This is an optimization exercise on Yosys and OpenROAD, whose aim is small area and a short achievable clock period, not a production implementation.
Only simulation tests tie the RTL to the original design; equivalence was not proved.
Power and IR drop assume default switching activity.

== exp/cedar ==
## stream_fifo
module stream_fifo #(
  parameter int W         = 16,
  parameter int LGFLEN    = 7,
  parameter int AF_THRESH = fifo_pkg::def_af_thresh(LGFLEN),
  parameter int AE_THRESH = fifo_pkg::DEF_AE_THRESH
) (
  input  logic                          clk,
  input  logic                          rst_n,
  input  logic                          flush,
  input  logic [W-1:0]                  s_data,
  input  logic                          s_valid,
  output logic                          s_ready,
  output logic [W-1:0]                  m_data,
  output logic                          m_valid,
  input  logic                          m_ready,
  output logic [fifo_pkg::fill_width(LGFLEN)-1:0] fill,
  output logic                          almost_full,
  output logic                          almost_empty
);
  localparam int DEPTH = 2 ** LGFLEN;
  localparam int FW    = fifo_pkg::fill_width(LGFLEN);
  localparam int NB    = 4;                 
  if (W < 1) begin : g_bad_w
    $error("stream_fifo: W must be >= 1");
  end
  if (LGFLEN < 3) begin : g_bad_lgflen
    $error("stream_fifo: LGFLEN must be >= 3");
  end
  if (AF_THRESH < 1 || AF_THRESH > DEPTH) begin : g_bad_af
    $error("stream_fifo: AF_THRESH must be within 1..DEPTH");
  end
  if (AE_THRESH < 0 || AE_THRESH > DEPTH - 1) begin : g_bad_ae
    $error("stream_fifo: AE_THRESH must be within 0..DEPTH-1");
  end
  localparam int LO = LGFLEN / 2;
  localparam int NL = 2 ** LO;
  localparam int NH = 2 ** (LGFLEN - LO);
  logic [NL-1:0]     wr_lo;
  logic [NH-1:0]     wr_hi;
  localparam int NR = DEPTH / NB;            
  logic [NR-1:0]     rd_row;    
  logic [NB-1:0]     rd_bank;   
  logic [NB-1:0]     wr_bank;   
  logic [NB*W-1:0]   bank_rd;
  logic [W-1:0]      win [NB];
  logic [W-1:0]      win_head;
  logic              do_write, do_read, up, dn;
  logic              one;       
  logic              tail_in_win;
  logic              tw0, tw1;    
  logic              full, n_ae;
  ...
Size: ~4400 cells after synthesis, roughly 49 I/O pins, about 80000 um2 of cells after synthesis.
make LEC_CHECK=0 CAP_MARGIN=20 CORE_MARGIN=2 CORE_UTILIZATION=50 CTS_CLUSTER_DIAMETER=80 CTS_CLUSTER_SIZE=25 SETUP_SLACK_MARGIN=2.5 SLEW_MARGIN=20 finish   # period 5.0 ns
run.sh (not shown) runs the stock make flow with config.mk's settings and CLKGATE_MAP_FILE= SYNTH_SCRIPT=/design/flow/synth_recipe.tcl, a recipe that flattens the netlist after the stock synthesis.
exp/cedar did not stop at any stage, and its layout met the timing, DRC and antenna checks.
#### Input delta (exp/sierra over exp/cedar)
Settings: a change of SETUP_SLACK_MARGIN from 2.5 to 2.6.
==> flow/flow/run.sh (new file) <==
#!/bin/bash
set -euo pipefail
bash standard.sh \
  "CTS_ARGS=-sink_clustering_enable -repair_clock_nets -sink_clustering_size 25 -sink_clustering_max_diameter 80 -dont_use_dummy_load" \
  finish > make.log 2>&1
==> flow/standard.sh (new file) <==
#!/bin/bash
# synth_recipe.tcl (not shown) runs the flow's synth.tcl, then flattens the netlist and writes it again
# the make line also repeats each setting of config.mk as NAME=value (left out here)
make -C /OpenROAD-flow-scripts/flow DESIGN_CONFIG=/design/flow/config.mk WORK_HOME=/design/flow/orfs CLKGATE_MAP_FILE= SYNTH_SCRIPT=/design/flow/synth_recipe.tcl "${@:-finish}"
removed: flow/run.sh
[exp/sierra] proportion of cell area occupied by multi-input gates rose 0.15 points relative to exp/cedar
Count of clock-buffer cells in the layout: exp/sierra lower than exp/cedar
In the tables for exp/sierra and exp/cedar, relative area of non-clock buffer cells in the final design reads lower with exp/cedar.
Between exp/sierra and exp/cedar, it is exp/sierra whose arrival time at the worst endpoint is lower, by 1.56 ns.
Via count essentially unchanged between exp/sierra and exp/cedar.
Taking exp/cedar as the reference, in exp/sierra sequential share of layout area held steady; wire length on met3 grew by 4.6%; post-placement worst setup slack grew by 0.39 ns; total global-route track usage grew by 0.18 points; wire length the detailed router placed on met1 shrank by 0.50%.
## Diff of input files: exp/xenon against exp/sierra
==> flow/run.sh (new file) <==
#!/bin/bash
# synth_recipe.tcl (not shown) runs the flow's synth.tcl, then flattens the netlist and writes it again
# the make line also repeats each setting of config.mk as NAME=value (left out here)
make -C /OpenROAD-flow-scripts/flow DESIGN_CONFIG=/design/flow/config.mk WORK_HOME=/design/flow/orfs CLKGATE_MAP_FILE= SYNTH_SCRIPT=/design/flow/synth_recipe.tcl finish
removed: flow/flow/run.sh
removed: flow/standard.sh
## What came out
Clock power share: exp/xenon vs exp/sierra up 1.5 points. The number of antenna violations at the first check in global routing in exp/xenon sits 2 below the value recorded for exp/sierra. exp/sierra -> exp/xenon: detailed-route wire length flat. Worst setup skew after layout ended up 0.015 ns lower on exp/xenon than on exp/sierra. Between exp/xenon and exp/sierra, it is exp/xenon whose cell area after layout is higher, by 0.30%. Re cell area after synthesis: no difference whatsoever between exp/sierra and exp/xenon. | final worst setup slack | exp/sierra vs exp/xenon | ≈ equal |. On exp/xenon: met2 usage is 0.15 points lower than what exp/sierra gave. Period utilization across exp/xenon and exp/sierra: no real change. There was hardly any difference in wire length of the first global-routing pass between exp/sierra and exp/xenon.

-- what the ideal ports hide --
The results above use ideal ports. As a check the final layouts listed here were re-extracted and re-timed, cells and wires unchanged.
Step 1: set_driving_cell puts a clkbuf_16 on clk and a buf_2 on each other input, an assumption about the parent block.
Step 2 also shifts input and output timing later by t, the mid clock arrival at the registers, as if the neighbouring blocks saw the same clock.
a / b / c = ideal / step 1 / step 2; a / b = the first two.
| run | t, ns | slack for setup (ns) | latest minus earliest clock arrival (ns) | cell pins on the clock port's net |
|---|---|---|---|---|
| exp/cedar | 0.843 | 2.475 / 2.428 / 1.775 | 0.034 / 0.033 | 1 |
| exp/sierra | 0.825 | 2.529 / 2.436 / 1.810 | 0.054 / 0.053 | 1 |
| exp/xenon | 0.841 | 2.527 / 2.433 / 1.804 | 0.039 / 0.040 | 1 |
After both steps every run listed still meets setup and hold. For exp/xenon, which loses most, drivers alone change the setup slack by -0.094 ns; drivers and shift together by -0.723 ns.
